Source: an optimization exercise on an open RTL-to-GDS flow (aim: small area). Production flows keep margins and buffers that such runs may drop. At most, simulation tests tie the RTL to the original design; equivalence was not proved. For runs 1 and 2, only the layout was checked, not whether the RTL still works. Power and IR drop assume default switching activity.

--- flow/config.mk ---
export PLATFORM = sky130hd
export DESIGN_NAME = can_rx_msgbuf
export DESIGN_NICKNAME = can_rx_msgbuf
export VERILOG_FILES = /design/flow/design.v
export SDC_FILE = /design/flow/constraint.sdc
export NUM_CORES = 4
export LEC_CHECK = 0
export CAP_MARGIN = 20
export CORE_AREA = 10 10 490 490
export DIE_AREA = 0 0 500 500
export SLEW_MARGIN = 20
--- flow/constraint.sdc ---
create_clock -name core_clock -period 10.0 [get_ports {clk}]
set_input_delay 2.0000 -clock core_clock [delete_from_list [all_inputs] [get_ports {clk}]]
set_output_delay 2.0000 -clock core_clock [all_outputs]
set_load 0.01 [all_outputs]
--- flow/design.v ---
package can_rx_pkg;
  localparam int unsigned ID_W      = 29;
  localparam int unsigned KEY_W     = 31;   
  localparam int unsigned MAX_BYTES = 8;
  localparam int unsigned FMI_W     = 5;    
  localparam int unsigned ENTRY_W   = 8 * MAX_BYTES + FMI_W + 4 + 2 + ID_W;
endpackage
import can_rx_pkg::*;
module can_rx_filter_match
(
  input  logic             i_en,
  input  logic [KEY_W-1:0] i_key,
  input  logic [KEY_W-1:0] i_filter,
  input  logic [KEY_W-1:0] i_mask,
  output logic             o_match_c
);
  assign o_match_c = i_en && (((i_key ^ i_filter) & i_mask) == '0);
endmodule
import can_rx_pkg::*;
module can_rx_msgbuf
#(
  parameter  int unsigned NUM_FILTERS = 20,
  parameter  int unsigned DEPTH       = 8,
  localparam int unsigned FMI_W       = $clog2(NUM_FILTERS + 1),
  localparam int unsigned OCC_W       = $clog2(DEPTH) + 1
) (
  input  logic                         clk,
  input  logic                         RST,
  input  logic                         clear,
  input  logic                         new_ID,
  input  logic [28:0]                  ID,
  input  logic                         RTR,
  input  logic                         EXT,
  input  logic [7:0]                   data,
  input  logic [3:0]                   data_index,
  input  logic                         load_data,
  input  logic [3:0]                   pkt_size,
  input  logic                         pkt_done,
  input  logic                         pkt_abort,
  input  logic                         enable_overrun,
  input  logic [NUM_FILTERS-1:0]       mask_enable,
  input  logic [KEY_W*NUM_FILTERS-1:0] filter_flat,
  input  logic [KEY_W*NUM_FILTERS-1:0] mask_flat,
  input  logic                         read_fifo,
  output logic [OCC_W-1:0]             occupancy,
  output logic                         full,
  output logic                         empty,
  output logic                         overrun,
  output logic [31:0]                  data_L,
  output logic [31:0]                  data_H,
  output logic [28:0]                  ID_out,
  output logic [3:0]                   pkt_size_out,
  output logic                         RTR_out,
  output logic                         EXT_out,
  output logic [FMI_W-1:0]             fmi_out,
  output logic                         fifo_read
);
  localparam int unsigned AW  = $clog2(DEPTH);
  localparam int unsigned EW  = 8 * MAX_BYTES + FMI_W + 4 + 2 + ID_W;
  logic r_scan, r_dseen, r_post;
  logic w_commit, w_hold, w_hit, w_last, w_accept, w_done_seen;
  assign w_commit    = r_post & r_dseen;
  assign w_hold      = r_post & ~r_dseen;
  assign w_done_seen = pkt_done | r_dseen;
  assign w_accept    = w_hit | ~(|mask_enable);
  always_ff @(posedge clk) begin
    if (RST) begin
      {r_scan, r_dseen, r_post} <= 3'b000;
    end else if (new_ID) begin
      {r_scan, r_dseen, r_post} <= 3'b100;
    end else if (pkt_abort && !w_commit) begin
      {r_scan, r_dseen, r_post} <= 3'b000;
    end else if (r_scan) begin
      if (w_hit || w_last) begin
        {r_scan, r_dseen, r_post} <= w_accept ? {1'b0, w_done_seen, 1'b1} : 3'b000;
      end else begin
        {r_scan, r_dseen, r_post} <= {1'b1, w_done_seen, 1'b0};
      end
    end else if (w_hold) begin
      r_dseen <= pkt_done;
    end else begin
      {r_scan, r_dseen, r_post} <= 3'b000;
    end
  end
  logic [ID_W-1:0]           r_id;
  logic                      r_rtr;
  logic                      r_ext;
  logic [3:0]                r_size;
  logic [MAX_BYTES-1:0][7:0] r_data;
  logic [FMI_W-1:0]          r_idx;
  always_ff @(posedge clk) begin
    if (new_ID) begin
      r_id  <= ID;
      r_rtr <= RTR;
      r_ext <= EXT;
    end
    if (new_ID || (pkt_done && !(r_scan && r_dseen))) begin
      r_size <= pkt_size;
    end
  end
  for (genvar k = 0; k < MAX_BYTES; k++) begin : g_byte
    always_ff @(posedge clk) begin
      if (load_data && data_index == 4'(k)) begin
        r_data[k] <= data;
      end else if (new_ID) begin
        r_data[k] <= '0;
      end
    end
  end
  logic [KEY_W-1:0]       w_key;
  logic [NUM_FILTERS-1:0] w_sel;
  logic [KEY_W-1:0]       w_filt;
  logic [KEY_W-1:0]       w_mask;
  logic                   w_en;
  assign w_key = {r_ext, r_rtr, r_id};
  for (genvar i = 0; i < NUM_FILTERS; i++) begin : g_sel
    assign w_sel[i] = (r_idx == FMI_W'(i));
  end
  always_comb begin
    w_filt = '0;
    w_mask = '0;
    for (int i = 0; i < int'(NUM_FILTERS); i++) begin
      w_filt = w_filt | (filter_flat[KEY_W*i +: KEY_W] & {KEY_W{w_sel[i]}});
      w_mask = w_mask | (mask_flat[KEY_W*i +: KEY_W] & {KEY_W{w_sel[i]}});
    end
  end
  assign w_en = |(mask_enable & w_sel);
  can_rx_filter_match u_match (
    .i_en      (w_en),
    .i_key     (w_key),
    .i_filter  (w_filt),
    .i_mask    (w_mask),
    .o_match_c (w_hit)
  );
  assign w_last = (r_idx == FMI_W'(NUM_FILTERS - 1));
  always_ff @(posedge clk) begin
    if (new_ID) begin
      r_idx <= '0;
    end else if (r_scan && !w_hit) begin
      r_idx <= r_idx + FMI_W'(1);
    end
  end
  logic [EW-1:0]    r_mem [DEPTH];
  logic [EW-1:0]    w_entry;
  logic [EW-1:0]    w_head;
  logic [AW-1:0]    r_rd_ptr;
  logic [AW-1:0]    w_wr_ptr;
  logic [OCC_W-1:0] r_count;
  logic             r_overrun;
  logic             r_fifo_read;
  logic [DEPTH-1:0] w_rsel;
  logic             w_push;
  logic             w_pop;
  logic             w_full;
  logic             w_empty;
  logic             w_wen;
  assign w_entry = {r_id, r_rtr, r_ext, r_size, r_idx, r_data};
  assign w_full  = (r_count == OCC_W'(DEPTH));
  assign w_empty = (r_count == '0);
  assign w_push  = w_commit && !new_ID && !clear;
  assign w_pop   = read_fifo && !w_empty && !clear;
  assign w_wen   = w_push && (!w_full || w_pop || enable_overrun);
  assign w_wr_ptr = r_rd_ptr + AW'(r_count);
  always_ff @(posedge clk) begin
    if (RST) begin
      r_rd_ptr    <= '0;
      r_count     <= '0;
      r_overrun   <= 1'b0;
      r_fifo_read <= 1'b0;
    end else begin
      r_fifo_read <= w_pop;
      if (w_pop || (w_wen && w_full)) begin
        r_rd_ptr <= r_rd_ptr + AW'(1);
      end
      if (clear) begin
        r_count   <= '0;
        r_overrun <= 1'b0;
      end else begin
        if (w_wen && !w_pop && !w_full) begin
          r_count <= r_count + OCC_W'(1);
        end else if (w_pop && !w_wen) begin
          r_count <= r_count - OCC_W'(1);
        end
        if (w_push && w_full && !w_pop) begin
          r_overrun <= 1'b1;
        end
      end
    end
  end
  for (genvar j = 0; j < DEPTH; j++) begin : g_slot
    always_ff @(posedge clk) begin
      if (w_wen && w_wr_ptr == AW'(j)) r_mem[j] <= w_entry;
    end
    assign w_rsel[j] = !w_empty && (r_rd_ptr == AW'(j));
  end
  always_comb begin
    w_head = '0;
    for (int j = 0; j < int'(DEPTH); j++) begin
      w_head = w_head | (r_mem[j] & {EW{w_rsel[j]}});
    end
  end
  assign occupancy    = r_count;
  assign full         = w_full;
  assign empty        = w_empty;
  assign overrun      = r_overrun;
  assign fifo_read    = r_fifo_read;
  assign data_L       = w_head[31:0];
  assign data_H       = w_head[63:32];
  assign fmi_out      = w_head[64 +: FMI_W];
  assign pkt_size_out = w_head[64 + FMI_W +: 4];
  assign EXT_out      = w_head[68 + FMI_W];
  assign RTR_out      = w_head[69 + FMI_W];
  assign ID_out       = w_head[70 + FMI_W +: ID_W];
endmodule
--- flow/flow/run.sh ---
#!/bin/bash
# Standard ORFS layout with smaller port buffers and a lighter clock tree.
set -euo pipefail
# Port buffers: the smallest buffer instead of the default delay-cell pick
export BUFFER_PORTS_ARGS="-buffer_cell sky130_fd_sc_hd__buf_1"
# Clock tree: small clock buffers, no dummy loads
export CTS_ARGS="-sink_clustering_enable -repair_clock_nets -dont_use_dummy_load -buf_list {sky130_fd_sc_hd__clkbuf_4 sky130_fd_sc_hd__clkbuf_8}"
bash standard.sh > standard_flow.log 2>&1
--- flow/standard.sh ---
#!/bin/bash
# synth_recipe.tcl (not shown) runs the flow's synth.tcl, then flattens the netlist and writes it again
# the make line also repeats each setting of config.mk as NAME=value (left out here)
make -C /OpenROAD-flow-scripts/flow DESIGN_CONFIG=/design/flow/config.mk WORK_HOME=/design/flow/orfs CLKGATE_MAP_FILE= SYNTH_SCRIPT=/design/flow/synth_recipe.tcl "${@:-finish}"
==> qor.csv, run 1 <==
metric;value;unit
path_clk_slew;60;ps
fillers;24522;
wl_per_cell;53.9;um
initial_utilization;18.6;%
antenna_found_initial;377;
ios;1428;
drive_gt1_share;10.2;%
stdcell_count;7614;
dpl.hpwl;333;mm
end_kind;output port;
r2r_slack;3690;ps
cts_tree;yes;
first_pass_iters;7;
path_cells;nor3_1, nand2b_1, and3_4, buf_4, a222oi_1, nand3_1, buf_1;
die_x;500;um
critical_path_class;reg2out;
ys_warn_count;2;
critPathRequiredTime;8000;ps
relSlewSlack;15.5;%
p_leak;0.0159;uW
syn_area;42600;um^2
synth_cell_types;81;
cp_max_fo;53;
via_per_inst;5.41;
via_count;41210;
fp.dieH;500;um
r2r_cells;13;
vdd_ir_drop_max;93.0;uV
cts_buffers;154;
start_kind;flip-flop;
crit_buf_inv;2;
regArea;28300;um^2
place_congestion;1.03;
cts_root_buf;clkbuf_8;
grt_pass1_wl;494;mm
cts_num_sinks;948;
syn-num-nets;4257;
synthFlopType;edfxtp_1;
stdcell_area;54800;um^2
track_usage;31.2;%
areaGrowthSynthToFinish;28.4;%
critical_path.slowest_cell;and3_4;
p_per_area;150;nW/um^2
synthCells;2925;
grt_overflow;0;
hold_viol_final;0;
fin_crit;6400;ps
io_buffers;1427;
first_iter_violations;7297;
timing.final.ws_setup;3600;ps
multi_input_area;13600;um^2
avgSynthCellArea;14.6;um^2
die_area;250000;um^2
hp-class;reg2reg;
fin_tns_setup;0;ps
ys_ff_latch;948;
rows;176;
grt_max_degree;86;
cp.depth;7;
cts_hold_buf;0;
outcome;timing/DRC/antenna clean;
dpl.cell_count;7252;
drc_errors;0;
drv_cap;0;
ys_seq_area_share;66.3;%
tightest_slew;1260;ps
slew_viol_final;0;
wirelength;411;mm
postCtsSetupBuffers;0;
setup_violations;0;
synth_top_area_share;65.6;%
cpPeakStageDelay;890;ps
yosys-top-cells-area;edfxtp_1 66%, a22oi_1 7.3%, a222oi_1 5.6%;
cp_data_arrival_time;4400;ps
final_util;23.8;%
synth_edf_count;931;
ant_nets;0;
ctsResizeCount;0;
dpl_worst_slack;3540;ps
fmax;156;MHz
post-route-period-util;64.0;%
nets;5714;
hold_path_depth;0;
fp.coreArea;230000;um^2
htree_levels;4;
grt_pass1_vias;39060;
rsz0062_at_grt;no;
clk_path_buf_depth;3;
skew;93.7;ps
placed_area;52100;um^2
yosys.area.top_type;edfxtp_1;
ys_async_sr_fraction;0;%
insertion_delay;850;ps
cp_top_family;simple AND/OR/NAND/NOR gates;
## power breakdown
group	total (uW)	leakage (uW)	internal, uW	switching, uW
clock	2730	0.00111	1350	1380
combinational	976	0.00618	287	689
sequential	4500	0.00858	4410	89.7
## sequential cells by signal, indices dropped and copies added, names as in the netlist
name	count
r_count	4
r_data	64
r_dseen	1
r_ext	1
r_fifo_read	1
r_id	29
r_idx	5
r_mem	832
r_overrun	1
r_post	1
r_rd_ptr	3
r_rtr	1
r_scan	1
r_size	4
## stage by stage
stage	power, uW	hold slack [ps]
after floorplan	4790	518
after detailed placement	5540	551
after global routing	8400	582
after CTS	8220	533
final	8210	553
after global placement	5530	518
## synthesized netlist by cell type (35+ instances only)
master and number:
buf_2 42, nand4_1 50, nor2_1 54, and2_1 66
edfxtp_1 931, a222oi_1 237, nand2_1 95, nand3_1 113
mux2_2 72, a22oi_1 415, mux2i_1 114, a221oi_1 35
o21ai_0 45, clkbuf_1 165
## cell type report
type	count	share of cell area [%]
multi-input combinational	1716	24.9
inverter	13	0.0891
timing repair buffer	1549	11.6
tap	3026	6.91
antenna	208	0.950
sequential	948	51.7
clock buffer	154	3.87
## metal layers
| layer | GRT usage (%) | up-vias | routed length, um |
|---|---|---|---|
| met1 | 35.8 | 20948 | 147000 |
| met2 | 49.5 | 3603 | 189000 |
| met4 | 15.5 | 190 | 21300 |
| met5 | 0 | - | 1240 |
| li1 | - | 15661 | - |
| met3 | 13.5 | 808 | 52600 |
## worst register-to-register path, cell delays in order, from the launching register on
cell and delay (ps):
dfxtp_4 740, buf_4 680, and4b_2 490, buf_4 330, a22oi_1 320, nand4_1 190, a211oi_1 1060, a311oi_1 250
nor4_1 730, buf_4 240, nand4_1 210, o31a_1 470, nand4_2 150, mux2_1 320
## final timing paths
| path | end | from |
|---|---|---|
| hold / removal | r_mem[4][1] | r_data[1] |
| setup / recovery | data_H[31] | r_count[1] |
| setup reg to reg | r_idx[3] | r_idx[4] |
| hold reg to reg | r_mem[4][1] | r_data[1] |
## layout by cell type, fill, tap and decap left out, drive strengths merged, types with 16 or more instances in the layout
cell / count
buf: 1548
edfxtp: 931
a22oi: 416
a222oi: 237
diode: 208
clkbuf: 155
mux2i: 114
nand3: 113
nand2: 96
mux2: 80
and2: 66
nor2: 54
nand4: 51
o21ai: 45
a221oi: 35
o22ai: 32
nor3: 27
nor4: 27
a22o: 21
a21oi: 17
o211ai: 17
dfxtp: 17
a211oi: 16
## cells by family (layout without fill, tap and decap cells)
logic type	after synthesis	count (layout)	share of synthesized area [%]
XOR/XNOR	18	18	0.370
AND/OR/NAND/NOR	546	546	7.21
other	0	208	0
adder cells (fa/ha/maj)	16	16	0.505
AO/OA/AOI/OAI	942	942	18.1
buffers and inverters	261	1716	2.71
flip-flops	948	948	66.3
multiplexers	194	194	4.80
==> run 2: changes to the inputs <==
--- a/flow/config.mk
+++ b/flow/config.mk
@@ -7,5 +7,5 @@
 export LEC_CHECK = 0
 export CAP_MARGIN = 20
-export CORE_AREA = 10 10 490 490
-export DIE_AREA = 0 0 500 500
+export CORE_MARGIN = 2
+export CORE_UTILIZATION = 50
 export SLEW_MARGIN = 20
==> run 2 against run 1 <==
The run now fails in 3_2_place_iop. Area after synthesis unchanged. Synthesized cell count unchanged.
==> qor.csv, run 2 <==
metric;value;unit;change
yosys-top-cells-area;edfxtp_1 66%, a22oi_1 7.3%, a222oi_1 5.6%;;
synth_edf_count;931;;unchanged
ys_async_sr_fraction;0;%;unchanged
ys_warn_count;2;;unchanged
die_x;296;um;-41%
synthFlopType;edfxtp_1;;
tool.error;[ERROR PPL-0024] Number of IO pins (1428) exceeds maximum number of available positions (1068). Increase the die perimeter from 1184.22um to 1942.08um.;;
syn-num-nets;4257;;unchanged
synth_common_cells;931 x edfxtp_1, 415 x a22oi_1, 237 x a222oi_1, 165 x clkbuf_1, 114 x mux2i_1;;
synth_most_common_cell;edfxtp_1;;
yosys.area.top_type;edfxtp_1;;
avgSynthCellArea;14.6;um^2;unchanged
syn_area;42600;um^2;unchanged
synth_cell_types;81;;unchanged
failed_stage;3_2_place_iop;;
rows;107;;-39%
synth_top_area_share;65.6;%;unchanged
synthCells;2925;;unchanged
ys_seq_area_share;66.3;%;unchanged
outcome;did not finish;;
initial_utilization;50.2;%;+32 points
ys_ff_latch;948;;unchanged
fp.dieH;296;um;-41%
## run 2: kinds of logic after synthesis
family | Yosys count | synth area share, %
AO/OA/AOI/OAI | 942 | 18.1
XOR/XNOR | 18 | 0.370
adder cells (fa/ha/maj) | 16 | 0.505
buffers and inverters | 261 | 2.71
flip-flops | 948 | 66.3
multiplexers | 194 | 4.80
AND/OR/NAND/NOR | 546 | 7.21
==> run 3: changes to the inputs <==
--- a/flow/design.v
+++ b/flow/design.v
@@ -95,5 +95,5 @@
       r_ext <= EXT;
     end
-    if (new_ID || (pkt_done && !(r_scan && r_dseen))) begin
+    if (new_ID || (pkt_done && !r_dseen)) begin
       r_size <= pkt_size;
     end
@@ -101,5 +101,5 @@
   for (genvar k = 0; k < MAX_BYTES; k++) begin : g_byte
     always_ff @(posedge clk) begin
-      if (load_data && data_index == 4'(k)) begin
+      if (load_data && data_index == 4'(k) && (!w_commit || new_ID)) begin
         r_data[k] <= data;
       end else if (new_ID) begin
@@ -141,13 +141,14 @@
     end
   end
-  logic [EW-1:0]    r_mem [DEPTH];
+  logic [EW-1:0]    r_cell [DEPTH];
   logic [EW-1:0]    w_entry;
   logic [EW-1:0]    w_head;
-  logic [AW-1:0]    r_rd_ptr;
-  logic [AW-1:0]    w_wr_ptr;
+  logic [AW-1:0]    r_hp;         
+  logic             r_pend;       
   logic [OCC_W-1:0] r_count;
   logic             r_overrun;
   logic             r_fifo_read;
   logic [DEPTH-1:0] w_rsel;
+  logic [DEPTH-1:0] w_wsel;
   logic             w_push;
   logic             w_pop;
@@ -155,4 +156,9 @@
   logic             w_empty;
   logic             w_wen;
+  logic             w_rd_inc;
+  logic             w_to_head;
+  logic [AW-1:0]    w_tgt;
+  logic [AW-1:0]    w_wcell;
+  logic             w_write;
   assign w_entry = {r_id, r_rtr, r_ext, r_size, r_idx, r_data};
   assign w_full  = (r_count == OCC_W'(DEPTH));
@@ -161,8 +167,13 @@
   assign w_pop   = read_fifo && !w_empty && !clear;
   assign w_wen   = w_push && (!w_full || w_pop || enable_overrun);
-  assign w_wr_ptr = r_rd_ptr + AW'(r_count);
+  assign w_rd_inc = w_pop || (w_wen && w_full);
+  assign w_to_head = w_empty || (r_count == OCC_W'(1) && w_pop);
+  assign w_tgt   = r_hp + AW'(r_count) - AW'(r_pend);
+  assign w_wcell = (w_wen && w_to_head) ? AW'(DEPTH - 1) : w_tgt - AW'(1);
+  assign w_write = r_pend || (w_wen && (w_to_head || !w_tgt[0]));
   always_ff @(posedge clk) begin
     if (RST) begin
-      r_rd_ptr    <= '0;
+      r_hp        <= '0;
+      r_pend      <= 1'b0;
       r_count     <= '0;
       r_overrun   <= 1'b0;
@@ -170,6 +181,9 @@
     end else begin
       r_fifo_read <= w_pop;
-      if (w_pop || (w_wen && w_full)) begin
-        r_rd_ptr <= r_rd_ptr + AW'(1);
+      r_pend      <= w_wen && !w_to_head && w_tgt[0];
+      if (w_wen && w_to_head) begin
+        r_hp <= AW'(DEPTH - 1);
+      end else if (!w_rd_inc) begin
+        r_hp <= r_hp - AW'(1);
       end
       if (clear) begin
@@ -188,14 +202,22 @@
     end
   end
-  for (genvar j = 0; j < DEPTH; j++) begin : g_slot
-    always_ff @(posedge clk) begin
-      if (w_wen && w_wr_ptr == AW'(j)) r_mem[j] <= w_entry;
-    end
-    assign w_rsel[j] = !w_empty && (r_rd_ptr == AW'(j));
+  for (genvar j = 0; j < DEPTH; j++) begin : g_cell
+    if (j % 2 == 1) begin : g_wr
+      assign w_wsel[j] = w_write && (w_wcell == AW'(j));
+      always_ff @(posedge clk) begin
+        r_cell[j] <= w_wsel[j] ? w_entry : r_cell[(j + 1) % DEPTH];
+      end
+    end else begin : g_pass
+      assign w_wsel[j] = 1'b0;
+      always_ff @(posedge clk) begin
+        r_cell[j] <= r_cell[(j + 1) % DEPTH];
+      end
+    end
+    assign w_rsel[j] = !w_empty && (r_hp == AW'(j));
   end
   always_comb begin
     w_head = '0;
     for (int j = 0; j < int'(DEPTH); j++) begin
-      w_head = w_head | (r_mem[j] & {EW{w_rsel[j]}});
+      w_head = w_head | (r_cell[j] & {EW{w_rsel[j]}});
     end
   end
==> flow/flow/run.sh (replaced) <==
#!/bin/bash
# Standard ORFS layout with smaller port buffers and a lighter clock tree.
set -euo pipefail
# Port buffers: the smallest buffer instead of the default delay-cell pick
export BUFFER_PORTS_ARGS="-buffer_cell sky130_fd_sc_hd__buf_1"
# Clock tree: small clock buffers, no dummy loads
export CTS_ARGS="-sink_clustering_enable -sink_clustering_size 30 -sink_clustering_max_diameter 100 -repair_clock_nets -dont_use_dummy_load -buf_list {sky130_fd_sc_hd__clkbuf_8 sky130_fd_sc_hd__clkbuf_16}"
bash standard.sh > standard_flow.log 2>&1
--- a/flow/config.mk
+++ b/flow/config.mk
@@ -7,5 +7,5 @@
 export LEC_CHECK = 0
 export CAP_MARGIN = 20
-export CORE_MARGIN = 2
-export CORE_UTILIZATION = 50
+export CORE_AREA = 10 10 490 490
+export DIE_AREA = 0 0 500 500
 export SLEW_MARGIN = 20
==> run 3 against run 2 <==
Now clean on timing, DRC and antenna. Area after synthesis is 10% lower. Synthesized cell count increased by 13%.
==> qor.csv, run 3 <==
metric;value;unit;change
wirelength;400;mm;
wl_per_cell;51.1;um;
cp_max_fo;45;;
synth_common_cells;850 x dfxtp_1, 540 x a22oi_1, 443 x mux2_2, 183 x clkbuf_1, 161 x a221oi_1;;
synth_compound_area_share;22.5;%;+4.5 points
rows;176;;+64%
ctsResizeCount;0;;
yosys.area.top_type;dfxtp_1;;
end_kind;flip-flop;;
drc_errors;0;;
rsz0062_at_grt;no;;
synthFlopType;dfxtp_1;;
worstReg2RegEnd;r_idx[3];;
grt_overflow;0;;
cp-endpoint;r_idx[3];;
syn_area;38200;um^2;-10%
via_count;41573;;
final_cell_mix;1,426 x buf_1, 847 x dfxtp_1, 540 x a22oi_1, 443 x mux2_2;;
cp_data_arrival_time;7140;ps;
layout_commonest_cell;buf_1;;
relSlewSlack;12.2;%;
htree_levels;2;;
start_kind;flip-flop;;
first_iter_violations;6273;;
largest_reg_flops;832;;
largestRegisters;r_cell (832), r_data (64), r_id (29);;
clk_path_buf_depth;3;;
slew_viol_final;0;;
hp-class;reg2reg;;
ios;1428;;
ys_warn_count;2;;unchanged
die_area;250000;um^2;
dpl.hpwl;335;mm;
grt_pass1_wl;483;mm;
initial_utilization;16.6;%;-34 points
p_leak;0.0167;uW;
die_x;500;um;+69%
hold_viol_final;0;;
areaGrowthSynthToFinish;28.4;%;
drv_cap;0;;
synth_edf_count;99;;-89%
ant_nets;0;;
nets;5946;;
synth_fa_ha_area_share;0.609;%;+0.10 points
ys_async_sr_fraction;0;%;unchanged
antenna_found_initial;431;;
synth_cell_types;69;;-15%
first_pass_iters;10;;
dpl_worst_slack;3070;ps;
outcome;timing/DRC/antenna clean;;
place_congestion;1.03;;
cts_tree;yes;;
r2r_slack;3390;ps;
syn-num-nets;4648;;+9.2%
synth_xor_area_share;0.711;%;+0.34 points
skew;71.5;ps;
fin_tns_setup;0;ps;
fmax;151;MHz;
timing.final.ws_setup;3390;ps;
synth_most_common_cell;dfxtp_1;;
post-route-period-util;66.1;%;
cts_hold_buf;0;;
ys_ff_latch;949;;+0.11%
holdCritStartpoint;r_cell[3][4];;
path_clk_slew;110;ps;
synth_mux_area_share;13.1;%;+8.3 points
setup_violations;0;;
fp.coreArea;230000;um^2;
synthSimpleGateAreaFrac;7.32;%;+0.10 points
postCtsSetupBuffers;0;;
startpoint;r_idx[4];;
p_per_area;135;nW/um^2;
cts_buffers;41;;
fin_crit;6610;ps;
critPathRequiredTime;10530;ps;
grt_max_degree;105;;
drive_gt1_share;14.4;%;
ys_seq_area_share;52.3;%;-14 points
synth_top_family_by_area;compound AO/OA/AOI/OAI gates;;
critical_path_class;reg2reg;;
cts_num_sinks;949;;
track_usage;30.1;%;
fp.dieH;500;um;+69%
regMostFlops;r_cell;;
hold_path_depth;0;;
tightest_slew;1320;ps;
io_buffers;1427;;
synth_top_area_share;44.5;%;-21 points
yosys-top-cells-area;dfxtp_1 45%, mux2_2 13%, a22oi_1 11%;;
fillers;25351;;
totalPowerFinal;6630;uW;
via_per_inst;5.31;;
r2r_cells;13;;
worstReg2RegStart;r_idx[4];;
avgSynthCellArea;11.5;um^2;-21%
cts_root_buf;clkbuf_16;;
synthCells;3314;;+13%
insertion_delay;660;ps;
vdd_ir_drop_max;115;uV;
grt_pass1_vias;38948;;
-- run 3: changes by cell type after synthesis, moves of 23 or more --
cell	change
mux2i_1	-113
o22ai_1	-25
dfxtp_1	+833
a22o_1	+139
nand3_1	+29
a221oi_1	+126
mux2_2	+371
nand2_1	-43
a22oi_1	+125
nand4_1	+23
edfxtp_1	-832
buf_1	+25
a222oi_1	-146
-- run 3: final cells by class --
| class | instances | area, um^2 | share of cell area (%) |
|---|---|---|---|
| sequential | 949 | 20000 | 40.8 |
| multi-input combinational | 2053 | 17300 | 35.2 |
| timing repair buffer | 1545 | 6380 | 13.0 |
| tap | 3026 | 3790 | 7.72 |
| clock buffer | 41 | 1030 | 2.09 |
| antenna | 195 | 488 | 0.995 |
| inverter | 22 | 82.6 | 0.168 |
-- run 3: cells by family after synthesis --
logic type,Yosys count
flops,949
simple gates,495
xor+xnor,31
fa+ha+maj,18
mux,446
compound gates,1063
buf+inv,312
-- run 3: worst min-delay path by stage --
stage                           to  slack, ps
floorplan           r_cell[0][101]        330
global placement     r_cell[4][11]        330
detailed placement   r_cell[2][30]        340
CTS                   r_cell[2][4]        310
global route          r_cell[2][4]        310
finish                r_cell[2][4]        310
-- run 3: where the power goes --
part / switching [uW] / total [uW] / internal (uW)
Combinational: 515 / 752 / 238
Sequential: 54.1 / 3930 / 3870
Clock: 1210 / 1950 / 741
Total: 1780 / 6630 / 4850
-- run 3: metrics by stage --
| stage | cell area, um^2 | utilization (%) | hold WS [ps] | instances |
|---|---|---|---|---|
| global placement | 47500 | 20.7 | 332 | 7589 |
| global route | 48900 | 21.3 | 312 | 7781 |
| finish | 49000 | 21.4 | 310 | 7831 |
| detailed placement | 47500 | 20.7 | 337 | 7594 |
| CTS | 48500 | 21.1 | 308 | 7635 |
| floorplan | 38200 | - | 331 | 3314 |
-- run 3: worst max-delay path, stage by stage, from the launching register on --
cell and delay (ps):
dfxtp_4 700, buf_4 420, inv_1 210, ha_4 340
buf_12 240, a22oi_1 860, nand4_1 260, nor4_1 790
a211oi_1 120, a2111oi_0 740, o2111ai_1 300, o41ai_4 860
nor2_1 160, mux2_1 350
-- run 3: metal layers --
layer	global-route usage (%)	vias to the layer above	share of wire, %
met1	33.7	20980	37
met3	11.9	1040	11
met5	0	-	0.26
met2	46.7	3381	44
li1	-	16008	-
met4	20.9	164	8.4
==> run 4: changes to the inputs <==
==> flow/flow/run.sh (replaced) <==
#!/bin/bash
# Standard ORFS layout with smaller port buffers and a lighter clock tree.
set -euo pipefail
# Port buffers: the smallest buffer instead of the default delay-cell pick
export BUFFER_PORTS_ARGS="-buffer_cell sky130_fd_sc_hd__buf_1"
# Clock tree: small clock buffers, no dummy loads
export CTS_ARGS="-sink_clustering_enable -sink_clustering_size 16 -sink_clustering_max_diameter 50 -repair_clock_nets -dont_use_dummy_load -buf_list {sky130_fd_sc_hd__clkbuf_8}"
bash standard.sh > standard_flow.log 2>&1
--- a/flow/config.mk
+++ b/flow/config.mk
@@ -6,6 +6,6 @@
 export NUM_CORES = 4
 export LEC_CHECK = 0
-export CAP_MARGIN = 20
+export CAP_MARGIN = 10
 export CORE_AREA = 10 10 490 490
 export DIE_AREA = 0 0 500 500
-export SLEW_MARGIN = 20
+export SLEW_MARGIN = 10
==> run 4 against run 3 <==
Still clean on timing, DRC and antenna. Register-to-register slack worse by 170 ps. Final cell count up 0.52%. Count of clock-buffer cells in the layout up 39. Setup slack worse by 170 ps. Area after synthesis unchanged. Worst hold slack worse by 40 ps. Flip-flop and latch count unchanged. Largest cell class unchanged. Highest routed layer unchanged.
==> qor.csv, run 4 <==
metric;value;unit;change
outcome;timing/DRC/antenna clean;;
avgSynthCellArea;11.5;um^2;unchanged
yosys.area.top_type;dfxtp_1;;
io_buffers;1427;;unchanged
cts_root_buf;clkbuf_8;;
largest_reg_flops;832;;unchanged
critPathRequiredTime;10650;ps;+120 ps
start_kind;flip-flop;;
fmax;147;MHz;-2.5%
die_area;250000;um^2;unchanged
cts_hold_buf;0;;unchanged
synthFlopType;dfxtp_1;;
first_pass_iters;12;;+2
fp.coreArea;230000;um^2;unchanged
synth_top_area_share;44.5;%;unchanged
r2r_slack;3220;ps;-170 ps
synth_cell_types;69;;unchanged
ant_nets;0;;unchanged
tightest_slew;1200;ps;-114 ps
clk_path_buf_depth;3;;unchanged
die_x;500;um;unchanged
hold_viol_final;0;;unchanged
startpoint;r_idx[3];;
fin_crit;6780;ps;+167 ps
fp.dieH;500;um;unchanged
largestRegisters;r_cell (832), r_data (64), r_id (29);;
r2r_cells;12;;-1
p_per_area;136;nW/um^2;+0.39%
grt_pass1_wl;486;mm;+0.55%
ys_seq_area_share;52.3;%;unchanged
drv_cap;0;;unchanged
wl_per_cell;50.9;um;-0.33%
nets;5982;;+0.61%
grt_pass1_vias;39765;;+2.1%
via_count;41329;;-0.59%
ys_ff_latch;949;;unchanged
cts_tree;yes;;
end_kind;flip-flop;;
ys_async_sr_fraction;0;%;unchanged
fin_tns_setup;0;ps;unchanged
via_per_inst;5.25;;-1.1%
first_iter_violations;6212;;-0.97%
skew;104;ps;+32.7 ps
worstReg2RegStart;r_idx[3];;
cts_num_sinks;949;;unchanged
setup_violations;0;;unchanged
htree_levels;3;;+1
ios;1428;;unchanged
ys_warn_count;2;;unchanged
place_congestion;1.03;;unchanged
vdd_ir_drop_max;113;uV;-2.5%
drive_gt1_share;15.1;%;+0.66 points
rows;176;;unchanged
initial_utilization;16.6;%;unchanged
areaGrowthSynthToFinish;28.5;%;
relSlewSlack;19.8;%;+7.6 points
postCtsSetupBuffers;0;;unchanged
insertion_delay;860;ps;+200 ps
regMostFlops;r_cell;;
critical_path_class;reg2reg;;
p_leak;0.0167;uW;+0.34%
rsz0062_at_grt;no;;
fillers;25306;;-0.18%
synthCells;3314;;unchanged
synth_edf_count;99;;unchanged
hold_path_depth;0;;unchanged
wirelength;401;mm;+0.19%
layout_commonest_cell;buf_1;;
hold_end;r_cell[6][60];;
final_util;21.4;%;+0.029 points
cp_data_arrival_time;7430;ps;+290 ps
grt_overflow;0;;unchanged
synth_most_common_cell;dfxtp_1;;
worstReg2RegEnd;r_idx[3];;
slew_viol_final;0;;unchanged
syn_area;38200;um^2;unchanged
holdCritStartpoint;r_cell[7][60];;
post-route-period-util;67.8;%;+1.7 points
timing.final.ws_setup;3220;ps;-167 ps
stdcell_area;49100;um^2;+0.14%
drc_errors;0;;unchanged
synth_common_cells;850 x dfxtp_1, 540 x a22oi_1, 443 x mux2_2, 183 x clkbuf_1, 161 x a221oi_1;;
final_cell_mix;1,426 x buf_1, 847 x dfxtp_1, 540 x a22oi_1, 443 x mux2_2;;
yosys-top-cells-area;dfxtp_1 45%, mux2_2 13%, a22oi_1 11%;;
grt_max_degree;105;;unchanged
hold_ws;270;ps;-40.5 ps
syn-num-nets;4648;;unchanged
placed_area;47500;um^2;about the same
dpl_worst_slack;3070;ps;-3.31 ps
dpl.hpwl;335;mm;about the same
cp_max_fo;38;;-16%
hp-class;reg2reg;;
ctsResizeCount;0;;unchanged
path_clk_slew;100;ps;about the same
track_usage;30.2;%;+0.18 points
antenna_found_initial;432;;+0.23%
cts_buffers;80;;+95%
==> run 4: layout make-up <==
class | instances | area [um^2] | share of cell area (%)
flip-flops and latches | 949 | 20000 | 40.7
clock buffers | 80 | 1100 | 2.24
multi-input cells | 2053 | 17300 | 35.2
diodes | 200 | 500 | 1.02
inverters | 22 | 82.6 | 0.168
repair buffers | 1542 | 6360 | 12.9
well taps | 3026 | 3790 | 7.71
==> run 4: through the flow <==
stage | power, uW | cells
after floorplan | 4170 | 3314
after global placement | 4740 | 7589
after detailed placement | 4740 | 7591
after CTS | 6670 | 7671
after global routing | 6830 | 7816
final | 6670 | 7872
==> run 4: worst max path at each step <==
stage / endpoint / slack [ps] / cells past startpoint
after floorplan: r_idx[3] / 5200 / 10
after global placement: r_idx[3] / 3080 / 11
after detailed placement: r_idx[3] / 3070 / 11
after global routing: ID_out[7] / 3310 / 8
final: r_idx[3] / 3220 / 12
after CTS: ID_out[17] / 3420 / 8
==> run 4: report_power, final <==
part / switching, uW / internal (uW)
registers: 53.8 / 3870
clock network: 1280 / 714
logic: 515 / 236
total: 1850 / 4820
==> run 4: worst max-delay path, stage by stage, from the launching register on <==
cell      delay [ps]
dfxtp_4          530
buf_4            670
nor4b_4          220
buf_4            390
a32o_1           430
a221oi_1         920
nand4_1          240
nor4b_1          750
o22ai_1          180
or4_1            690
o41ai_4          990
nor2_1           160
mux2_1           350
==> run 4: cell families after synthesis <==
kind of cell	after synthesis	share of synthesized area [%]
multiplexers	446	13.1
XOR/XNOR	31	0.711
flip-flops	949	52.3
buffers and inverters	312	3.36
adder cells (fa/ha/maj)	18	0.609
AND/OR/NAND/NOR	495	7.32
AO/OA/AOI/OAI	1063	22.5
==> run 4: per-layer routing <==
| metal | track usage (%) | wire [um] | part of all wire [%] | vias to the layer above |
|---|---|---|---|---|
| met3 | 12.9 | 45400 | 11 | 1046 |
| met1 | 33.3 | 146000 | 36 | 20843 |
| met4 | 22.0 | 33200 | 8.3 | 174 |
| met2 | 46.5 | 176000 | 44 | 3198 |
| li1 | - | - | - | 16068 |
| met5 | 0 | 1130 | 0.28 | - |
==> run 5: changes to the inputs <==
==> flow/flow/run.sh (replaced) <==
#!/bin/bash
# Standard ORFS layout with smaller port buffers and a lighter clock tree.
set -euo pipefail
# Port buffers: the smallest buffer instead of the default delay-cell pick
export BUFFER_PORTS_ARGS="-buffer_cell sky130_fd_sc_hd__buf_1"
# Clock tree: small clock buffers, no dummy loads
export CTS_ARGS="-sink_clustering_enable -sink_clustering_size 40 -sink_clustering_max_diameter 40 -repair_clock_nets -dont_use_dummy_load -buf_list {sky130_fd_sc_hd__clkbuf_16}"
bash standard.sh > standard_flow.log 2>&1
==> run 5 against run 4 <==
Area after synthesis stayed put. Wire length about the same. Setup slack better by 18 ps. Worst hold slack better by 22 ps. Total power is 15% higher. Clock power increased by about 50%. Synthesized cell count stayed put. Largest cell class unchanged.
==> qor.csv, run 5 <==
metric;value;unit;change
die_area;250000;um^2;unchanged
fin_tns_setup;0;ps;unchanged
initial_utilization;16.6;%;unchanged
syn-num-nets;4648;;unchanged
grt_pass1_wl;486;mm;about the same
cpPeakStageDelay;980;ps;about the same
cp_top_family;compound AO/OA/AOI/OAI gates;;
largestRegisters;r_cell (832), r_data (64), r_id (29);;
r2r_cells;12;;unchanged
critical_path_class;reg2reg;;
post-route-period-util;67.6;%;-0.18 points
ys_ff_latch;949;;unchanged
clk_path_buf_depth;3;;unchanged
outcome;timing/DRC/antenna clean;;
cts_hold_buf;0;;unchanged
cts_num_sinks;949;;unchanged
vdd_ir_drop_max;121;uV;+8.0%
place_congestion;1.03;;unchanged
drv_cap;0;;unchanged
crit_buf_inv;2;;unchanged
cp_common_cell;buf_4;;
insertion_delay;710;ps;-150 ps
slew_viol_final;0;;unchanged
synth_top_area_share;44.5;%;unchanged
synth_edf_count;99;;unchanged
first_iter_violations;6102;;-1.8%
ys_async_sr_fraction;0;%;unchanged
fillers;25170;;-0.54%
rows;176;;unchanged
nets;5994;;+0.20%
final_util;21.9;%;+0.53 points
drc_errors;0;;unchanged
worstReg2RegStart;r_idx[3];;
ctsResizeCount;0;;unchanged
cts_tree;yes;;
via_count;41715;;+0.93%
clkPwrFrac;38.9;%;+9.0 points
setup_violations;0;;unchanged
dpl.hpwl;335;mm;unchanged
io_buffers;1427;;unchanged
regMostFlops;r_cell;;
skew;104;ps;+0.213 ps
fp.coreArea;230000;um^2;unchanged
cts_root_buf;clkbuf_16;;
start_kind;flip-flop;;
track_usage;30.2;%;about the same
cts_buffers;91;;+14%
synthCells;3314;;unchanged
synth_cell_types;69;;unchanged
ys_warn_count;2;;unchanged
fp.dieH;500;um;unchanged
dpl.cell_count;7591;;unchanged
grt_max_degree;105;;unchanged
path_clk_slew;90;ps;about the same
power.switching;1960;uW;+6.2%
critPathRequiredTime;10560;ps;-90 ps
postCtsSetupBuffers;0;;unchanged
hold_viol_final;0;;unchanged
wirelength;401;mm;about the same
placed_area;47500;um^2;unchanged
ant_nets;0;;unchanged
areaGrowthSynthToFinish;31.7;%;
cp.depth;12;;unchanged
grt_pass1_vias;39968;;+0.51%
p_leak;0.0173;uW;+3.3%
hp-class;reg2reg;;
synth_common_cells;850 x dfxtp_1, 540 x a22oi_1, 443 x mux2_2, 183 x clkbuf_1, 161 x a221oi_1;;
wl_per_cell;50.7;um;-0.38%
switching_share;25.6;%;-2.1 points
ios;1428;;unchanged
p_per_area;152;nW/um^2;+12%
internal-power;5700;uW;+18%
path_cells;buf_4, nor4b_4, buf_4, a32o_1, a221oi_1, nand4_1, nor4b_1, o22ai_1, or4_1, o41ai_4, nor2_1, mux2_1;;
avgSynthCellArea;11.5;um^2;unchanged
grt_overflow;0;;unchanged
rsz0062_at_grt;no;;
stdcell_area;50300;um^2;+2.5%
fin_crit;6760;ps;-18.3 ps
first_pass_iters;10;;-2
fmax;148;MHz;+0.27%
syn_area;38200;um^2;unchanged
die_x;500;um;unchanged
drive_gt1_share;15.3;%;+0.22 points
r2r_slack;3240;ps;+20 ps
ys_seq_area_share;52.3;%;unchanged
layout_commonest_cell;buf_1;;
cp_data_arrival_time;7320;ps;-110 ps
relSlewSlack;16.1;%;-3.7 points
end_kind;flip-flop;;
via_per_inst;5.28;;+0.63%
cp_max_fo;38;;unchanged
cp-endpoint;r_idx[3];;
seq_power_share;51.3;%;-7.6 points
critical_path.slowest_cell;o41ai_4;;
yosys.area.top_type;dfxtp_1;;
htree_levels;3;;unchanged
largest_reg_flops;832;;unchanged
yosys-top-cells-area;dfxtp_1 45%, mux2_2 13%, a22oi_1 11%;;
pwr-share-comb;9.8;%;-1.5 points
antenna_found_initial;431;;-0.23%
stdcell_count;7896;;+0.30%
startpoint;r_idx[3];;
worstReg2RegEnd;r_idx[3];;
tightest_slew;1260;ps;+55.2 ps
synthFlopType;dfxtp_1;;
final_cell_mix;1,426 x buf_1, 847 x dfxtp_1, 540 x a22oi_1, 443 x mux2_2;;
synth_most_common_cell;dfxtp_1;;
## run 5: cell count changes in the layout (fill, tap and decap cells not counted), sizes merged
cell / change
clkbuf: +11
diode: +12
buf: +1
## run 5: per-stage QoR
step           total power (uW)  hold WS (ps)  worst slack, ps
2_1_floorplan              4170           331             5200
3_3_place_gp               4740           332             3080
5_1_grt                    7830           303             3430
6_report                   7660           292             3240
4_1_cts                    7670           298             3530
3_5_place_dp               4740           336             3070
## run 5: power groups by stage
stage / logic [uW] / registers (uW) / clock network, uW
floorplan: 187 / 3980 / 0
global placement: 728 / 4010 / 0
detailed placement: 728 / 4010 / 0
CTS: 733 / 3930 / 3010
global route: 763 / 3930 / 3140
finish: 752 / 3930 / 2980
## run 5: area by class of cell
class / instances / area, um^2 / area share [%]
diodes: 212 / 531 / 1.05
well taps: 3026 / 3790 / 7.52
inverters: 22 / 82.6 / 0.164
multi-input cells: 2053 / 17300 / 34.3
flip-flops and latches: 949 / 20000 / 39.7
repair buffers: 1543 / 6370 / 12.7
clock buffers: 91 / 2280 / 4.52
## run 5: logic make-up after synthesis
logic type | Yosys count | synth area share, %
muxes | 446 | 13.1
adders and majority gates | 18 | 0.609
DFF | 949 | 52.3
buffers and inverters | 312 | 3.36
xor gates and xnor gates | 31 | 0.711
AOI/OAI and AO/OA | 1063 | 22.5
and+or+nand+nor | 495 | 7.32
## run 5: worst reg2reg max path, delay by kind of cell (launching register included)
| family | cells | cell delay [ps] |
|---|---|---|
| flip-flops | 1 | 510 |
| buffers and inverters | 2 | 1060 |
| AO/OA/AOI/OAI | 4 | 2590 |
| AND/OR/NAND/NOR | 5 | 2130 |
| multiplexers | 1 | 360 |
## run 5: how the worst min path moves through the flow
stage                   startpoint             end  cells after the start
CTS                  r_cell[3][37]   r_cell[2][37]                      0
detailed placement    r_cell[3][2]    r_cell[2][2]                      0
global placement     r_cell[5][11]   r_cell[4][11]                      0
global route         r_cell[3][37]   r_cell[2][37]                      0
floorplan           r_cell[1][101]  r_cell[0][101]                      0
finish               r_cell[3][37]   r_cell[2][37]                      0
## run 5: metal layers
layer  up-vias  wire [um]  GRT usage [%]  share of wire (%)
met4       150      34500           21.6                8.6
met5         -        983              0               0.25
li1      16112          -              -                  -
met1     21026     147000           33.8                 37
met2      3361     175000           46.8                 44
met3      1066      43200           12.0                 11
==> run 6: changes to the inputs <==
==> flow/flow/run.sh (replaced) <==
#!/bin/bash
# Standard ORFS layout with smaller port buffers and a lighter clock tree.
set -euo pipefail
# Port buffers: the smallest buffer instead of the default delay-cell pick
export BUFFER_PORTS_ARGS="-buffer_cell sky130_fd_sc_hd__buf_1"
# Clock tree: small clock buffers, no dummy loads
export CTS_ARGS="-sink_clustering_enable -sink_clustering_size 24 -sink_clustering_max_diameter 80 -repair_clock_nets -dont_use_dummy_load -buf_list {sky130_fd_sc_hd__clkbuf_8 sky130_fd_sc_hd__clkbuf_16}"
bash standard.sh > standard_flow.log 2>&1
==> run 6 against run 5 <==
Sequential share of layout area rose by 0.81 points. Register-to-register slack improved by 120 ps. Area after synthesis did not move. Total power fell by 11%. Non-clock buffer count fell by 1. Final cell count fell by 0.46%. Synthesized cell count did not move. Setup slack improved by 120 ps.
==> qor.csv, run 6 <==
metric;value;unit;change
die_x;500;um;unchanged
cts_buffers;51;;-44%
die_area;250000;um^2;unchanged
dpl.hpwl;335;mm;unchanged
first_iter_violations;5886;;-3.5%
postCtsSetupBuffers;0;;unchanged
hp-class;reg2reg;;
multi_input_area;17300;um^2;unchanged
drc_errors;0;;unchanged
setup_violations;0;;unchanged
cp_top_family;simple AND/OR/NAND/NOR gates;;
p_leak;0.0168;uW;-2.9%
ios;1428;;unchanged
timing.final.ws_setup;3360;ps;+120 ps
insertion_delay;700;ps;about the same
first_pass_iters;9;;-1
fp.coreArea;230000;um^2;unchanged
critPathRequiredTime;10520;ps;-40 ps
layout_commonest_cell;buf_1;;
syn-num-nets;4648;;unchanged
nets;5953;;-0.68%
synthCells;3314;;unchanged
slew_viol_final;0;;unchanged
syn_area;38200;um^2;unchanged
crit_buf_inv;3;;+1
fp.dieH;500;um;unchanged
r2r_slack;3360;ps;+120 ps
start_kind;flip-flop;;
synth_edf_count;99;;unchanged
cpPeakStageDelay;970;ps;about the same
rsz0062_at_grt;no;;
rows;176;;unchanged
wirelength;400;mm;about the same
synth_cell_types;69;;unchanged
hold_viol_final;0;;unchanged
ant_nets;0;;unchanged
drv_cap;0;;unchanged
largest_reg_flops;832;;unchanged
cts_num_sinks;949;;unchanged
cts_hold_buf;0;;unchanged
areaGrowthSynthToFinish;29.1;%;
wl_per_cell;50.9;um;+0.36%
cp_max_fo;23;;-39%
antenna_found_initial;437;;+1.4%
holdCritStartpoint;r_cell[5][91];;
ys_async_sr_fraction;0;%;unchanged
path_clk_slew;100;ps;about the same
synth_common_cells;850 x dfxtp_1, 540 x a22oi_1, 443 x mux2_2, 183 x clkbuf_1, 161 x a221oi_1;;
via_per_inst;5.30;;+0.26%
drive_gt1_share;14.5;%;-0.75 points
p_per_area;138;nW/um^2;-9.0%
skew;102;ps;-2.13 ps
grt_pass1_wl;484;mm;-0.37%
cts_root_buf;clkbuf_16;;
grt_overflow;0;;unchanged
placed_area;47500;um^2;unchanged
outcome;timing/DRC/antenna clean;;
worstReg2RegStart;r_idx[0];;
cp_data_arrival_time;7160;ps;-160 ps
critical_path.slowest_cell;nand4_1;;
final_util;21.5;%;-0.44 points
grt_util_met2;47.0;%;+0.16 points
critical_path_class;reg2reg;;
ys_ff_latch;949;;unchanged
fin_tns_setup;0;ps;unchanged
tightest_slew;1260;ps;+0.457 ps
cts_tree;yes;;
ys_seq_area_share;52.3;%;unchanged
yosys.area.top_type;dfxtp_1;;
stdcell_area;49300;um^2;-2.0%
final_cell_mix;1,426 x buf_1, 847 x dfxtp_1, 540 x a22oi_1, 443 x mux2_2;;
regArea;20000;um^2;unchanged
io_buffers;1427;;unchanged
grt_busiest_layer;met2;;
startpoint;r_idx[0];;
fmax;151;MHz;+1.8%
regMostFlops;r_cell;;
fillers;25249;;+0.31%
via_count;41631;;-0.20%
clk_path_buf_depth;3;;unchanged
relSlewSlack;16.1;%;-0.030 points
synth_most_common_cell;dfxtp_1;;
fin_crit;6640;ps;-120 ps
track_usage;30.1;%;-0.14 points
ctsResizeCount;0;;unchanged
dpl_worst_slack;3070;ps;unchanged
place_congestion;1.03;;unchanged
avgSynthCellArea;11.5;um^2;unchanged
end_kind;flip-flop;;
vdd_ir_drop_max;143;uV;+17%
synthFlopType;dfxtp_1;;
largestRegisters;r_cell (832), r_data (64), r_id (29);;
use_met3;12.1;%;+0.059 points
grt_pass1_vias;39483;;-1.2%
htree_levels;2;;-1
grt_max_degree;105;;unchanged
ys_warn_count;2;;unchanged
yosys-top-cells-area;dfxtp_1 45%, mux2_2 13%, a22oi_1 11%;;
post-route-period-util;66.4;%;-1.2 points
path_cells;inv_1, ha_1, nor4b_2, buf_4, buf_4, a22o_1, a221oi_1, nand4_1, nor2_1, o32ai_1, or4_1, o41ai_4, nor2_1, mux2_1;;
synth_top_area_share;44.5;%;unchanged
initial_utilization;16.6;%;unchanged
grt_util_met1;33.6;%;-0.21 points
==> run 6: cell counts after synthesis <==
No cell type changed its count.
==> run 6: worst reg2reg max path, delay by kind of cell (launching register included) <==
kind | cells | cell delay [ps]
AO/OA/AOI/OAI | 4 | 1970
adder cells (fa/ha/maj) | 1 | 390
buffers and inverters | 3 | 890
flip-flops | 1 | 420
multiplexers | 1 | 350
AND/OR/NAND/NOR | 5 | 2540
==> run 6: area by class of cell <==
| class | count | area share (%) |
|---|---|---|
| Sequential cell | 949 | 40.5 |
| Multi-Input combinational cell | 2053 | 35.0 |
| Timing Repair Buffer | 1542 | 12.9 |
| Tap cell | 3026 | 7.68 |
| Clock buffer | 51 | 2.59 |
| Antenna cell | 217 | 1.10 |
| Inverter | 22 | 0.167 |
==> run 6: where the power goes <==
part           switching (uW)  total [uW]  internal [uW]
clock network            1250        2150            906
registers                54.1        3930           3870
logic                     514         751            236
total                    1820        6830           5010
==> run 6: worst paths after layout <==
kind	depth (start not counted)	end
max	14	r_idx[3]
min	0	r_cell[4][91]
max reg2reg	14	r_idx[3]
min reg2reg	0	r_cell[4][91]
==> run 6: logic make-up (layout without fill, tap and decap cells) <==
| kind of cell | count (synthesis) | after routing | synth area share [%] |
|---|---|---|---|
| AOI/OAI and AO/OA | 1063 | 1063 | 22.5 |
| xor gates and xnor gates | 31 | 31 | 0.711 |
| adders and majority gates | 18 | 18 | 0.609 |
| buffers and inverters | 312 | 1615 | 3.36 |
| DFF | 949 | 949 | 52.3 |
| muxes | 446 | 446 | 13.1 |
| other | 0 | 217 | 0 |
| and+or+nand+nor | 495 | 495 | 7.32 |
==> run 6: routing by layer <==
layer	vias up	share of wire (%)
met5	-	0.29
met1	20932	36
met4	182	7.8
li1	16054	-
met2	3367	44
met3	1096	11
==> run 6: metrics by stage <==
stage,std cells,hold WS [ps],power [uW]
after floorplan,3314,331,4170
after global placement,7589,332,4740
after detailed placement,7591,336,4740
after CTS,7642,299,6830
after global routing,7792,296,6970
final,7860,300,6830
==> run 7: changes to the inputs <==
==> flow/flow/run.sh (replaced) <==
#!/bin/bash
# Standard ORFS layout with an area-oriented abc mapping script, smaller port
# buffers and a lighter clock tree.
set -euo pipefail
work=$PWD
# ORFS scripts with abc's mapping script replaced (registers are untouched:
# abc only maps the logic between them)
rm -rf "$work/scripts_area"
cp -r "$FLOW_HOME/scripts" "$work/scripts_area"
cp "$work/flow/abc_area.script" "$work/scripts_area/abc_speed.script"
# Port buffers: the smallest buffer instead of the default delay-cell pick
export BUFFER_PORTS_ARGS="-buffer_cell sky130_fd_sc_hd__buf_1"
# Clock tree: larger sink clusters on clkbuf_8/16, no dummy loads
export CTS_ARGS="-sink_clustering_enable -sink_clustering_size 24 -sink_clustering_max_diameter 80 -repair_clock_nets -dont_use_dummy_load -buf_list {sky130_fd_sc_hd__clkbuf_8 sky130_fd_sc_hd__clkbuf_16}"
bash standard.sh SCRIPTS_DIR="$work/scripts_area" synth > synth_flow.log 2>&1
bash standard.sh > standard_flow.log 2>&1
==> flow/flow/abc_area.script (new file) <==
&get -n
&st
&syn2
&dch
&nf -a
&st
&syn2
&dch
&nf -a
&st
&dch -f
&nf -a
&put
topo
--- a/flow/config.mk
+++ b/flow/config.mk
@@ -9,3 +9,4 @@
 export CORE_AREA = 10 10 490 490
 export DIE_AREA = 0 0 500 500
+export GPL_TIMING_DRIVEN = 0
 export SLEW_MARGIN = 10
==> run 7 against run 6 <==
Die area unchanged. Highest routed layer unchanged. Still clean. Sequential share of layout area decreased by 2.0 points. Worst hold slack improved by 2.6 ps. Global-route usage increased by 0.37 points. Critical path type unchanged. Non-clock buffer count increased by 162. Largest cell class unchanged. Final cell count increased by 3.8%. Flip-flop and latch count unchanged.
==> qor.csv, run 7 <==
metric;value;unit;change
outcome;timing/DRC/antenna clean;;
die_x;500;um;unchanged
synth_compound_area_share;20.2;%;-2.4 points
startpoint;r_idx[4];;
largestRegisters;r_cell (832), r_data (64), r_id (29);;
totalPowerFinal;7180;uW;+5.1%
ctsResizeCount;0;;unchanged
seq_power_share;54.6;%;-2.9 points
cp_common_cell;buf_6;;
regArea;20000;um^2;about the same
ys_seq_area_share;54.6;%;+2.3 points
grt_overflow;0;;unchanged
fp.dieH;500;um;unchanged
areaGrowthSynthToFinish;41.9;%;
nets;6135;;+3.1%
yosys.area.top_type;dfxtp_1;;
antenna_found_initial;432;;-1.1%
synth_most_common_cell;dfxtp_1;;
critPathRequiredTime;10630;ps;+110 ps
via_count;42459;;+2.0%
internal-power;5210;uW;+3.9%
ys_ff_latch;949;;unchanged
cp.depth;15;;+1
ios;1428;;unchanged
drc_errors;0;;unchanged
ys_warn_count;2;;unchanged
die_area;250000;um^2;unchanged
largest_reg_flops;832;;unchanged
cp_max_fo;29;;+26%
fp.coreArea;230000;um^2;unchanged
relSlewSlack;6.28;%;-9.8 points
p_per_area;138;nW/um^2;-0.12%
end_kind;flip-flop;;
via_per_inst;5.21;;-1.7%
clk_path_buf_depth;3;;unchanged
first_pass_iters;12;;+3
insertion_delay;740;ps;+40 ps
fin_crit;7960;ps;+1320 ps
synth_common_cells;850 x dfxtp_1, 457 x mux2_1, 384 x a22oi_1, 322 x a222oi_1, 208 x nand2_1;;
yosys-top-cells-area;dfxtp_1 47%, mux2_1 14%, a222oi_1 8.8%;;
crit_buf_inv;5;;+2
layout_commonest_cell;buf_1;;
setup_violations;0;;unchanged
holdCritStartpoint;r_cell[5][100];;
postCtsSetupBuffers;0;;unchanged
worstReg2RegStart;r_idx[4];;
cts_buffers;58;;+14%
critical_path.slowest_cell;o31ai_1;;
cts_tree;yes;;
vdd_ir_drop_max;187;uV;+31%
clkPwrFrac;32.2;%;+0.7 points
slew_viol_final;0;;unchanged
track_usage;30.5;%;+0.37 points
final_cell_mix;1,426 x buf_1, 847 x dfxtp_1, 457 x mux2_1, 384 x a22oi_1, 322 x a222oi_1;;
grt_max_degree;48;;-54%
hold_viol_final;0;;unchanged
critical_path_class;reg2reg;;
stdcell_area;51900;um^2;+5.3%
rows;176;;unchanged
regMostFlops;r_cell;;
path_cells;buf_16, nor4bb_4, buf_6, buf_6, buf_6, buf_6, a22oi_1, nand4_1, nor3_1, nor3_1, a2111oi_2, nand4_1, o31ai_1, o21ai_0, nor2b_1;;
synth_xor_area_share;0.527;%;-0.18 points
tightest_slew;1410;ps;+147 ps
dpl.hpwl;354;mm;+5.5%
final_util;22.6;%;+1.1 points
initial_utilization;15.9;%;-0.70 points
grt_pass1_wl;489;mm;+1.2%
syn_area;36600;um^2;-4.2%
io_buffers;1427;;unchanged
rsz0062_at_grt;no;;
wirelength;404;mm;+0.81%
skew;103;ps;+0.810 ps
synth_mux_area_share;14.1;%;+0.98 points
ant_nets;0;;unchanged
path_clk_slew;100;ps;about the same
p_leak;0.0184;uW;+9.3%
cts_num_sinks;949;;unchanged
ys_async_sr_fraction;0;%;unchanged
worstReg2RegEnd;r_idx[3];;
cp-endpoint;r_idx[3];;
r2r_slack;2040;ps;-1320 ps
power.switching;1970;uW;+8.6%
multi_input_area;16900;um^2;-2.3%
r2r_cells;15;;+1
drv_cap;0;;unchanged
synthCells;3037;;-8.4%
cpPeakStageDelay;1130;ps;+160 ps
cts_root_buf;clkbuf_16;;
syn-num-nets;4371;;-6.0%
start_kind;flip-flop;;
first_iter_violations;7788;;+32%
synthFlopType;dfxtp_1;;
synth_top_family_by_area;compound AO/OA/AOI/OAI gates;;
synth_fa_ha_area_share;0.636;%;+0.027 points
place_congestion;1.04;;+0.47%
wl_per_cell;49.5;um;-2.8%
synth_cell_types;49;;-29%
grt_pass1_vias;40059;;+1.5%
fmax;126;MHz;-17%
synth_edf_count;99;;unchanged
pwr-share-comb;13.2;%;+2.2 points
hp-class;reg2reg;;
cp_top_family;compound AO/OA/AOI/OAI gates;;
cts_hold_buf;0;;unchanged
synthSimpleGateAreaFrac;9.65;%;+2.3 points
avgSynthCellArea;12.0;um^2;+4.5%
cp_data_arrival_time;8590;ps;+1430 ps
switching_share;27.5;%;+0.88 points
post-route-period-util;79.6;%;+13 points
fillers;25221;;-0.11%
htree_levels;2;;unchanged
synth_top_area_share;46.5;%;+2.0 points
placed_area;49600;um^2;+4.5%
drive_gt1_share;8.06;%;-6.5 points
## run 7: power by group through the flow
stage	clock network, uW	logic [uW]	registers (uW)
floorplan	0	248	3980
global placement	0	892	4010
detailed placement	0	936	4000
CTS	2340	940	3920
global route	2460	973	3920
finish	2310	950	3920
## run 7: through the flow
step,TNS (ps),worst slack [ps],instances,hold WS [ps]
2_1_floorplan,0,1030,3037,330
3_3_place_gp,-3278650,-26100,7490,331
3_5_place_dp,0,1670,7766,336
4_1_cts,0,1860,7824,304
5_1_grt,0,1770,8064,301
6_report,0,2040,8156,302
## run 7: per-layer routing
metal  routed length, um  global-route usage [%]  vias up  part of all wire, %
met3               41400                    10.3     1087                   10
met4               38800                    24.3      136                  9.6
met1              145000                    33.9    21049                   36
li1                    -                       -    16605                    -
met2              178000                    47.5     3582                   44
met5                 996                       0        -                 0.25
## run 7: kinds of logic after synthesis
group / Yosys count
AND/OR/NAND/NOR: 683
buffers and inverters: 24
adder cells (fa/ha/maj): 18
flip-flops: 949
AO/OA/AOI/OAI: 882
XOR/XNOR: 22
multiplexers: 459
## run 7: worst reg2reg max path, delay by kind of cell, from the launching register on
kind	cells	cell delay [ps]
AND/OR/NAND/NOR	6	2940
AO/OA/AOI/OAI	4	3100
buffers and inverters	5	1060
flip-flops	1	760
## run 7: area by class of cell
cell class | instances | share of cell area (%)
antenna | 331 | 1.59
clock buffer | 58 | 2.79
inverter | 24 | 0.173
multi-input combinational | 2064 | 32.5
sequential | 949 | 38.5
tap | 3026 | 7.29
timing repair buffer | 1704 | 17.1
## run 7: how the worst min path moves through the flow
stage / end / slack [ps] / cells after the start
finish: r_cell[4][100] / 300 / 0
global route: r_cell[4][87] / 300 / 0
global placement: r_cell[0][57] / 330 / 0
floorplan: r_cell[0][11] / 330 / 0
CTS: r_cell[4][87] / 300 / 0
detailed placement: r_cell[0][11] / 340 / 0
==> run 8: changes to the inputs <==
--- a/flow/config.mk
+++ b/flow/config.mk
@@ -9,4 +9,3 @@
 export CORE_AREA = 10 10 490 490
 export DIE_AREA = 0 0 500 500
-export GPL_TIMING_DRIVEN = 0
 export SLEW_MARGIN = 10
==> run 8 against run 7 <==
Clock power down 5%. Wire length rose by 0.49%. Sequential power about the same. First-iteration DRC count decreased by 1.0%. Setup slack better by 630 ps. Count of clock-buffer cells in the layout is 4 lower. Global-route usage about the same. Clock skew is 8.9 ps lower. Synthesized cell count stayed put. Non-clock buffer count down 160. Sequential share of layout area up 2.1 points. Critical path depth down 3. Critical endpoint unchanged.
==> qor.csv, run 8 <==
metric;value;unit;change
outcome;timing/DRC/antenna clean;;
rows;176;;unchanged
cts_num_sinks;949;;unchanged
tightest_slew;1340;ps;-68.7 ps
r2r_cells;12;;-3
syn_area;36600;um^2;unchanged
switching_share;27.4;%;-0.059 points
synth_most_common_cell;dfxtp_1;;
synth_cell_types;49;;unchanged
place_congestion;1.06;;+2.3%
insertion_delay;690;ps;-50 ps
regMostFlops;r_cell;;
worstReg2RegEnd;r_idx[3];;
htree_levels;2;;unchanged
fin_tns_setup;0;ps;unchanged
stdcell_area;49300;um^2;-5.1%
synth_top_area_share;46.5;%;unchanged
syn-num-nets;4371;;unchanged
drive_gt1_share;4.70;%;-3.4 points
hold_ws;297;ps;-5.87 ps
io_buffers;1427;;unchanged
dpl.hpwl;338;mm;-4.5%
wirelength;406;mm;+0.49%
path_clk_slew;100;ps;about the same
p_per_area;143;nW/um^2;+3.2%
end_kind;flip-flop;;
post-route-period-util;73.3;%;-6.3 points
placed_area;47100;um^2;-5.1%
seq_power_share;55.7;%;+1.1 points
drc_errors;0;;unchanged
postCtsSetupBuffers;0;;unchanged
regArea;20000;um^2;unchanged
clkPwrFrac;31.4;%;-0.8 points
avgSynthCellArea;12.0;um^2;unchanged
die_x;500;um;unchanged
power.switching;1930;uW;-2.3%
skew;94.2;ps;-8.92 ps
critical_path_class;reg2reg;;
critPathRequiredTime;10560;ps;-70 ps
slew_viol_final;0;;unchanged
setup_violations;0;;unchanged
via_count;42145;;-0.74%
start_kind;flip-flop;;
worstReg2RegStart;r_idx[4];;
synthCells;3037;;unchanged
grt_overflow;0;;unchanged
multi_input_area;16900;um^2;-0.13%
cp-endpoint;r_idx[3];;
vdd_ir_drop_max;125;uV;-33%
pwr-share-comb;12.9;%;-0.3 points
yosys-top-cells-area;dfxtp_1 47%, mux2_1 14%, a222oi_1 8.8%;;
cts_tree;yes;;
fp.coreArea;230000;um^2;unchanged
ios;1428;;unchanged
nets;5971;;-2.7%
fp.dieH;500;um;unchanged
die_area;250000;um^2;unchanged
hp-class;reg2reg;;
ant_nets;0;;unchanged
ys_warn_count;2;;unchanged
yosys.area.top_type;dfxtp_1;;
wl_per_cell;50.8;um;+2.7%
synthFlopType;dfxtp_1;;
ys_ff_latch;949;;unchanged
rsz0062_at_grt;no;;
p_leak;0.0171;uW;-6.9%
final_util;21.5;%;-1.2 points
layout_commonest_cell;buf_1;;
via_per_inst;5.28;;+1.4%
relSlewSlack;9.61;%;+3.3 points
startpoint;r_idx[4];;
cts_hold_buf;0;;unchanged
drv_cap;0;;unchanged
ys_async_sr_fraction;0;%;unchanged
synth_common_cells;850 x dfxtp_1, 457 x mux2_1, 384 x a22oi_1, 322 x a222oi_1, 208 x nand2_1;;
largest_reg_flops;832;;unchanged
grt_pass1_wl;489;mm;about the same
track_usage;30.5;%;+0.047 points
grt_max_degree;76;;+58%
final_cell_mix;1,426 x buf_1, 847 x dfxtp_1, 457 x mux2_1, 384 x a22oi_1, 322 x a222oi_1;;
ys_seq_area_share;54.6;%;unchanged
cp_data_arrival_time;7890;ps;-700 ps
r2r_slack;2670;ps;+630 ps
hold_viol_final;0;;unchanged
synth_edf_count;99;;unchanged
cts_root_buf;clkbuf_16;;
cts_buffers;54;;-6.9%
fin_crit;7330;ps;-631 ps
first_pass_iters;10;;-2
grt_pass1_vias;39361;;-1.7%
antenna_found_initial;448;;+3.7%
cp_max_fo;30;;+3.4%
internal-power;5100;uW;-2.1%
clk_path_buf_depth;3;;unchanged
ctsResizeCount;0;;unchanged
largestRegisters;r_cell (832), r_data (64), r_id (29);;
initial_utilization;15.9;%;unchanged
first_iter_violations;7709;;-1.0%
fillers;25464;;+0.96%
areaGrowthSynthToFinish;34.6;%;
fmax;137;MHz;+8.6%
## run 8: changes by cell type in the layout (fill, tap and decap cells not counted), sizes merged
cell and delta:
clkbuf -3, diode -11, buf -161
## run 8: layout make-up
cell class / count / area share, %
diodes: 320 / 1.63
repair buffers: 1544 / 12.9
clock buffers: 54 / 2.74
flip-flops and latches: 949 / 40.6
well taps: 3026 / 7.68
inverters: 24 / 0.183
multi-input cells: 2064 / 34.2
## run 8: metrics by stage
stage               cells  setup slack (ps)  power (uW)
floorplan            3037              1030        4230
global placement     7606              2330        4890
detailed placement   7607              2500        4900
CTS                  7661              2460        7050
global route         7905              2400        7190
finish               7981              2670        7030
## run 8: power by group through the flow
stage	clock network, uW	logic, uW	registers, uW
after floorplan	0	248	3980
after global routing	2350	921	3920
after global placement	0	892	4000
final	2200	906	3920
after detailed placement	0	894	4000
after CTS	2240	898	3920
## run 8: cells by family after synthesis
family	Yosys count	synth area share, %
AOI/OAI and AO/OA	882	20.2
xor gates and xnor gates	22	0.527
DFF	949	54.6
buffers and inverters	24	0.246
muxes	459	14.1
and+or+nand+nor	683	9.65
adders and majority gates	18	0.636
## run 8: metal layers
| layer | vias to the layer above | track usage, % | wire, um |
|---|---|---|---|
| li1 | 16221 | - | - |
| met1 | 21080 | 33.9 | 144000 |
| met2 | 3620 | 47.3 | 179000 |
| met3 | 1092 | 10.7 | 43300 |
| met4 | 132 | 24.4 | 38100 |
| met5 | - | 0 | 931 |
## run 8: critical path: stages (launching register included)
cell and delay (ps):
dfxtp_4 590, buf_4 710, and4b_4 480, buf_4 330, a222oi_1 1010, nand4_1 420, nor4_1 310, nor3_1 170
a2111oi_1 850, nand4_1 590, o31ai_1 1120, o21ai_0 300, nor2b_1 220
## run 8: worst min path at each step
stage / cells after the start / startpoint / endpoint
finish: 0 / r_cell[3][89] / r_cell[2][89]
global route: 0 / r_cell[3][102] / r_cell[2][102]
CTS: 0 / r_cell[3][102] / r_cell[2][102]
detailed placement: 0 / r_cell[5][95] / r_cell[4][95]
global placement: 0 / r_cell[1][97] / r_cell[0][97]
floorplan: 0 / r_cell[1][11] / r_cell[0][11]

[what the ideal ports hide]
Ports are ideal in the flow. The routed layouts listed here were re-timed in OpenROAD.
Step 1: set_driving_cell puts a clkbuf_16 on clk and a buf_2 on each other input, an assumption about the parent block.
Step 2 moves the port delays by t, midway between the first and last clock arrival at a register: inputs arrive t later, outputs are due t later. That takes back most of the time a late clock gives input paths.
Three values: ideal, step 1, step 2; two values: the first two.
run | t (ns) | slack for setup (ns) | hold slack, ns | slew at the worst register clock pin (ns) | worst data-port slew with drivers (ns)
run 1 | 0.883 | 3.598 / 3.514 / 3.529 | 0.553 / 0.553 / 0.553 | 0.07 / 0.07 | 0.49
run 3 | 0.705 | 3.387 / 3.387 / 3.034 | 0.310 / 0.310 / 0.310 | 0.12 / 0.12 | 0.68
run 4 | 0.856 | 3.220 / 3.220 / 2.691 | 0.270 / 0.270 / 0.270 | 0.11 / 0.11 | 0.71
run 5 | 0.757 | 3.238 / 3.238 / 2.694 | 0.292 / 0.292 / 0.292 | 0.09 / 0.09 | 0.61
run 6 | 0.719 | 3.358 / 3.358 / 2.977 | 0.300 / 0.300 / 0.300 | 0.10 / 0.10 | 0.71
run 7 | 0.761 | 2.043 / 2.043 / 1.918 | 0.302 / 0.302 / 0.302 | 0.10 / 0.10 | 0.60
run 8 | 0.741 | 2.674 / 2.674 / 2.674 | 0.297 / 0.297 / 0.297 | 0.10 / 0.10 | 0.57
After both steps every run listed still meets setup and hold. The setup slack of run 5, which loses most, moves by 0.000 ns with the drivers and by -0.544 ns with both steps.
